Context: an optimization exercise on an open-source flow, tuned for small area. The choices shown serve that exercise and are no tape-out recipe.
At most, simulation tests tie the RTL to the original design; equivalence was not proved.
No activity file was given, so power comes from the tool's default toggle rates.

## rev 12
==> flow/design.v <==
package keccak_pkg;
    localparam int LANE_W     = 64;
    localparam int STATE_W    = 1600;
    localparam int RATE       = 1088;
    localparam int RATE_WORDS = RATE / LANE_W;
    function automatic integer lane_slot(input integer i);
        lane_slot = 24 - 5 * (i % 5) - (i / 5);
    endfunction
    typedef enum logic [1:0] {
        SQ_IDLE      = 2'd0,
        SQ_STREAM    = 2'd1,
        SQ_WAIT_PERM = 2'd2
    } sq_state_e;
endpackage
import keccak_pkg::*;
module keccak_lane_unmap
(
    input  logic [STATE_W-1:0] state_in,
    output logic [RATE-1:0]    rate_out
);
    for (genvar i = 0; i < RATE_WORDS; i++) begin : g_word
        localparam int SLOT = 24 - 5 * (i % 5) - (i / 5);
        assign rate_out[i*LANE_W +: LANE_W] = state_in[SLOT*LANE_W +: LANE_W];
    end
    logic unused_capacity;
    assign unused_capacity = ^state_in;
endmodule
import keccak_pkg::*;
module keccak_squeeze
#(
    parameter int OUT_WORDS = 40
) (
    input  logic                clk,
    input  logic                rst_n,
    input  logic                start,
    input  logic [STATE_W-1:0]  state_in,
    output logic                perm_req,
    input  logic                perm_done,
    output logic [LANE_W-1:0]   dout,
    output logic                dout_valid,
    input  logic                dout_ready,
    output logic                dout_last,
    output logic                busy,
    output logic                done
);
    localparam int LAST_BLK = (OUT_WORDS - 1) / RATE_WORDS;
    localparam int LAST_WRD = (OUT_WORDS - 1) % RATE_WORDS;
    localparam int BLK_W    = (LAST_BLK < 2) ? 1 : (LAST_BLK < 4) ? 2 : (LAST_BLK < 8) ? 3 : 4;
    logic [RATE-1:0]       rate_vec;
    logic [RATE-1:0]       buf_q;
    logic [RATE_WORDS-1:0] sel_q;
    logic [BLK_W-1:0]      blk_q;
    logic                  busy_q, wait_q, perm_req_q, done_q;
    logic                  cap_start, cap_perm, load, handshake, last_blk, is_last;
    for (genvar i = 0; i < RATE_WORDS; i++) begin : g_word
        localparam int SLOT = 24 - 5 * (i % 5) - (i / 5);
        assign rate_vec[i*LANE_W +: LANE_W] = state_in[SLOT*LANE_W +: LANE_W];
    end
    assign cap_start  = ~busy_q & start;
    assign cap_perm   = wait_q & perm_done;
    assign dout_valid = busy_q & ~wait_q;
    assign handshake  = dout_valid & dout_ready;
    assign last_blk   = (blk_q == BLK_W'(LAST_BLK));
    assign is_last    = sel_q[LAST_WRD] & last_blk;
    assign dout_last  = is_last;
    assign busy       = busy_q;
    assign perm_req   = perm_req_q;
    assign done       = done_q;
    localparam int GROUPS = RATE_WORDS / 3;
    localparam int REST   = RATE_WORDS - 3 * GROUPS;
    logic [GROUPS*LANE_W-1:0] grp_n;
    for (genvar g = 0; g < GROUPS; g++) begin : g_grp
        keccak_sel_aoi #(.N(3)) u_aoi (
            .words (buf_q[3*g*LANE_W +: 3*LANE_W]),
            .sel   (sel_q[3*g +: 3]),
            .y_n   (grp_n[g*LANE_W +: LANE_W])
        );
    end
    logic [LANE_W-1:0] grp_or;
    keccak_sel_nand #(.N(GROUPS)) u_nand (
        .a_n (grp_n),
        .y   (grp_or)
    );
    keccak_sel_tail #(.M(REST)) u_tail (
        .a     (grp_or),
        .words (buf_q[3*GROUPS*LANE_W +: REST*LANE_W]),
        .sel   (sel_q[3*GROUPS +: REST]),
        .y     (dout)
    );
    assign load = ~busy_q | cap_perm;
    always_ff @(posedge clk) begin
        if (load) buf_q <= rate_vec;
    end
    always_ff @(posedge clk) begin
        if (cap_start)     blk_q <= '0;
        else if (cap_perm) blk_q <= blk_q + 1'b1;
    end
    always_ff @(posedge clk or negedge rst_n) begin
        if (!rst_n) begin
            sel_q      <= '0;
            busy_q     <= 1'b0;
            wait_q     <= 1'b0;
            perm_req_q <= 1'b0;
            done_q     <= 1'b0;
        end else begin
            perm_req_q <= handshake & sel_q[RATE_WORDS-1] & ~is_last;
            done_q     <= handshake & is_last;
            if (cap_start | cap_perm) begin
                sel_q <= RATE_WORDS'(1);
            end else if (handshake) begin
                sel_q <= is_last ? '0 : {sel_q[RATE_WORDS-2:0], 1'b0};
            end
            if (cap_start)
                busy_q <= 1'b1;
            else if (handshake & is_last)
                busy_q <= 1'b0;
            if (cap_perm)
                wait_q <= 1'b0;
            else if (handshake & sel_q[RATE_WORDS-1] & ~is_last)
                wait_q <= 1'b1;
        end
    end
endmodule
module keccak_sel_aoi
#(
    parameter int N = 3
) (
    input  logic [N*LANE_W-1:0] words,
    input  logic [N-1:0]        sel,
    output logic [LANE_W-1:0]   y_n
);
    always_comb begin
        y_n = '1;
        for (int k = 0; k < N; k++)
            y_n = y_n & ~(words[k*LANE_W +: LANE_W] & {LANE_W{sel[k]}});
    end
endmodule
module keccak_sel_tail
#(
    parameter int M = 2
) (
    input  logic [LANE_W-1:0]   a,
    input  logic [M*LANE_W-1:0] words,
    input  logic [M-1:0]        sel,
    output logic [LANE_W-1:0]   y
);
    always_comb begin
        y = a;
        for (int k = 0; k < M; k++)
            y = y | (words[k*LANE_W +: LANE_W] & {LANE_W{sel[k]}});
    end
endmodule
module keccak_sel_nand
#(
    parameter int N = 6
) (
    input  logic [N*LANE_W-1:0] a_n,
    output logic [LANE_W-1:0]   y
);
    always_comb begin
        y = '1;
        for (int k = 0; k < N; k++)
            y = y & a_n[k*LANE_W +: LANE_W];
        y = ~y;
    end
endmodule
clock: 6.0 ns
lec_check: 0
cap_margin: 20
core_area: 4 4 1096 76
die_area: 0 0 1100 80
slew_margin: 20
synth_hierarchical: 1
standard.sh (not shown) runs the stock make flow with config.mk's settings and CLKGATE_MAP_FILE= SYNTH_SCRIPT=/design/flow/synth_recipe.tcl, a recipe that flattens the netlist after the stock synthesis.
==> flow/flow/run.sh <==
#!/bin/bash
set -euo pipefail
bash standard.sh \
  "BUFFER_PORTS_ARGS=-buffer_cell sky130_fd_sc_hd__buf_1" \
  "CTS_ARGS=-sink_clustering_enable -repair_clock_nets -dont_use_dummy_load -buf_list {sky130_fd_sc_hd__clkbuf_4 sky130_fd_sc_hd__clkbuf_8}" \
  finish > standard_flow.log 2>&1
Setup changes, rev 12 to rev 13
diff --git a/flow/design.v b/flow/design.v
--- a/flow/design.v
+++ b/flow/design.v
@@ -73,19 +73,14 @@
         keccak_sel_aoi #(.N(3)) u_aoi (
             .words (buf_q[3*g*LANE_W +: 3*LANE_W]),
             .sel   (sel_q[3*g +: 3]),
             .y_n   (grp_n[g*LANE_W +: LANE_W])
         );
     end
-    logic [LANE_W-1:0] grp_or;
-    keccak_sel_nand #(.N(GROUPS)) u_nand (
-        .a_n (grp_n),
-        .y   (grp_or)
-    );
-    keccak_sel_tail #(.M(REST)) u_tail (
-        .a     (grp_or),
+    keccak_sel_tail #(.N(GROUPS), .M(REST)) u_tail (
+        .a_n   (grp_n),
         .words (buf_q[3*GROUPS*LANE_W +: REST*LANE_W]),
         .sel   (sel_q[3*GROUPS +: REST]),
         .y     (dout)
     );
     assign load = ~busy_q | cap_perm;
     always_ff @(posedge clk) begin
@@ -134,33 +129,23 @@
         for (int k = 0; k < N; k++)
             y_n = y_n & ~(words[k*LANE_W +: LANE_W] & {LANE_W{sel[k]}});
     end
 endmodule
 module keccak_sel_tail
 #(
+    parameter int N = 5,
     parameter int M = 2
 ) (
-    input  logic [LANE_W-1:0]   a,
+    input  logic [N*LANE_W-1:0] a_n,
     input  logic [M*LANE_W-1:0] words,
     input  logic [M-1:0]        sel,
-    output logic [LANE_W-1:0]   y
-);
-    always_comb begin
-        y = a;
-        for (int k = 0; k < M; k++)
-            y = y | (words[k*LANE_W +: LANE_W] & {LANE_W{sel[k]}});
-    end
-endmodule
-module keccak_sel_nand
-#(
-    parameter int N = 6
-) (
-    input  logic [N*LANE_W-1:0] a_n,
     output logic [LANE_W-1:0]   y
 );
     always_comb begin
         y = '1;
         for (int k = 0; k < N; k++)
             y = y & a_n[k*LANE_W +: LANE_W];
         y = ~y;
+        for (int k = 0; k < M; k++)
+            y = y | (words[k*LANE_W +: LANE_W] & {LANE_W{sel[k]}});
     end
 endmodule
### Flow results
- From rev 12 to rev 13 the numbers moved as follows: xor/xnor share of the synthesized area now sits at about the same level; via count now sits higher.
- Synthesized-area fraction occupied by ao, oa, aoi and oai cells (lower): rev 13
- Cell count after synthesis (rev 13 vs. rev 12) increases by a few percent
- In the metrics for rev 12 and rev 13, the one carrying the lower hold slack is rev 13.
- Count of non-CTS inverters in the layout came out exactly the same in rev 12 and rev 13.
- Global routing usage on met2: rev 12 and rev 13 compared, higher one is rev 12
- Compared rev 13 vs rev 12, and utilization is up in rev 13.
- Lower total wirelength of the detailed-routed design among rev 12 and rev 13: rev 12
- Diff rev 12 -> rev 13 | clock group share of total power | increase of 0.8 points
- Between rev 12 and rev 13, the difference in arithmetic-cell share of the synthesized area counting full adders, half adders and majority gates is negligible.
- The final reports for rev 13 and rev 12 show non-clock buffer count higher in the former.
- For rev 12, the launch point of the critical path was sel_q[3]$_DFFE_PN0P_, unlike rev 13, where it was sel_q[7]$_DFFE_PN0P_.
- Compare rev 12 and rev 13 | via count of the first global-routing pass higher: rev 13
Only the layout flow was run in rev 13; the RTL was not checked for function there.

* * *

keccak_squeeze, a different RTL version from the one above (not shown whole).
Size: ~1700 I/O pins, about 39000 sq um of cells after synthesis.
==> module keccak_squeeze, before the edit <==
module keccak_squeeze
#(
    parameter int OUT_WORDS = 40
) (
    input  logic                clk,
    input  logic                rst_n,
    input  logic                start,
    input  logic [STATE_W-1:0]  state_in,
    output logic                perm_req,
    input  logic                perm_done,
    output logic [LANE_W-1:0]   dout,
    output logic                dout_valid,
    input  logic                dout_ready,
    output logic                dout_last,
    output logic                busy,
    output logic                done
);
    localparam int LAST_BLK = (OUT_WORDS - 1) / RATE_WORDS;
    localparam int LAST_WRD = (OUT_WORDS - 1) % RATE_WORDS;
    localparam int BLK_W    = (LAST_BLK < 2) ? 1 : (LAST_BLK < 4) ? 2 : (LAST_BLK < 8) ? 3 : 4;
    logic [RATE-1:0]       rate_vec;
    logic [RATE-1:0]       buf_q;
    logic [RATE_WORDS-1:0] sel_q;
    logic [BLK_W-1:0]      blk_q;
    logic                  busy_q, wait_q, perm_req_q, done_q;
    logic                  cap_start, cap_perm, load, handshake, last_blk, is_last;
    keccak_lane_unmap u_unmap (
        .state_in (state_in),
        .rate_out (rate_vec)
    );
    assign cap_start  = ~busy_q & start;
    assign cap_perm   = wait_q & perm_done;
    assign dout_valid = busy_q & ~wait_q;
    assign handshake  = dout_valid & dout_ready;
    assign last_blk   = (blk_q == BLK_W'(LAST_BLK));
    assign is_last    = sel_q[LAST_WRD] & last_blk;
    assign dout_last  = is_last;
    assign busy       = busy_q;
    assign perm_req   = perm_req_q;
    assign done       = done_q;
    always_comb begin
        dout = '0;
        for (int i = 0; i < RATE_WORDS; i++)
            dout = dout | (buf_q[i*LANE_W +: LANE_W] & {LANE_W{sel_q[i]}});
    end
    assign load = ~busy_q | cap_perm;
    always_ff @(posedge clk) begin
        if (load) buf_q <= rate_vec;
    end
    always_ff @(posedge clk) begin
        if (cap_start)     blk_q <= '0;
        else if (cap_perm) blk_q <= blk_q + 1'b1;
    end
    always_ff @(posedge clk or negedge rst_n) begin
        if (!rst_n) begin
            sel_q      <= '0;
            busy_q     <= 1'b0;
            wait_q     <= 1'b0;
            perm_req_q <= 1'b0;
            done_q     <= 1'b0;
        end else begin
            perm_req_q <= handshake & sel_q[RATE_WORDS-1] & ~is_last;
            done_q     <= handshake & is_last;
            if (cap_start | cap_perm) begin
                sel_q <= RATE_WORDS'(1);
            end else if (handshake) begin
                sel_q <= is_last ? '0 : {sel_q[RATE_WORDS-2:0], 1'b0};
            end
            if (cap_start)
                busy_q <= 1'b1;
            else if (handshake & is_last)
                busy_q <= 1'b0;
            if (cap_perm)
                wait_q <= 1'b0;
            else if (handshake & sel_q[RATE_WORDS-1] & ~is_last)
                wait_q <= 1'b1;
        end
    end
endmodule
export LEC_CHECK = 0
export CAP_MARGIN = 20
export CORE_AREA = 4 4 1096 76
export DIE_AREA = 0 0 1100 80
export SLEW_MARGIN = 20
create_clock -name core_clock -period 6.0 [get_ports {clk}]
==> flow/flow/run.sh <==
#!/bin/bash
set -euo pipefail
bash standard.sh "BUFFER_PORTS_ARGS=-buffer_cell sky130_fd_sc_hd__buf_1" finish > standard_flow.log 2>&1
Change:
--- a/flow/design.v
+++ b/flow/design.v
@@ -43,11 +43,11 @@
     output logic                busy,
     output logic                done
 );
     localparam int LAST_BLK = (OUT_WORDS - 1) / RATE_WORDS;
     localparam int LAST_WRD = (OUT_WORDS - 1) % RATE_WORDS;
-    localparam int BLK_W    = (LAST_BLK < 2) ? 1 : (LAST_BLK < 4) ? 2 : (LAST_BLK < 8) ? 3 : 4;
+    localparam int BLK_W    = (LAST_BLK > 0) ? $clog2(LAST_BLK + 1) : 1;
     logic [RATE-1:0]       rate_vec;
     logic [RATE-1:0]       buf_q;
     logic [RATE_WORDS-1:0] sel_q;
     logic [BLK_W-1:0]      blk_q;
     logic                  busy_q, wait_q, perm_req_q, done_q;
Result:
- total power is unchanged
- combinational power is about the same
- setup slack stays the same
- non-clock buffer count does not change
- first-iteration DRC count stays the same
- final area does not change
- worst hold slack is unchanged
- synthesized cell count is unchanged
- global-route usage stays the same
- core utilization does not change
- fmax does not change
Function not checked in the second run of this note: the RTL went through the layout flow alone.

[port drivers added, routing unchanged]
In the flow no input, the clock included, has a driving cell. The finished layouts below were timed again as built, in two steps. Step 1: set_driving_cell puts a clkbuf_16 on clk and a buf_2 on each other input, an assumption about the parent block. Step 2 moves the port delays by t, midway between the first and last clock arrival at a register: inputs arrive t later, outputs are due t later. That takes back most of the time a late clock gives input paths. a / b / c = no drivers / after step 1 / after step 2; a / b = the first two.
run	shift t [ns]	setup WS [ns]	cell pins on the clock port's net
rev 12	0.975	1.250 / 1.168 / 2.143	1
rev 13	0.986	1.207 / 1.127 / 2.114	1
the first run of note 2	0.795	1.673 / 1.580 / 2.375	1
the second run of note 2	0.795	1.673 / 1.580 / 2.375	1
After both steps every run listed still meets setup and hold.
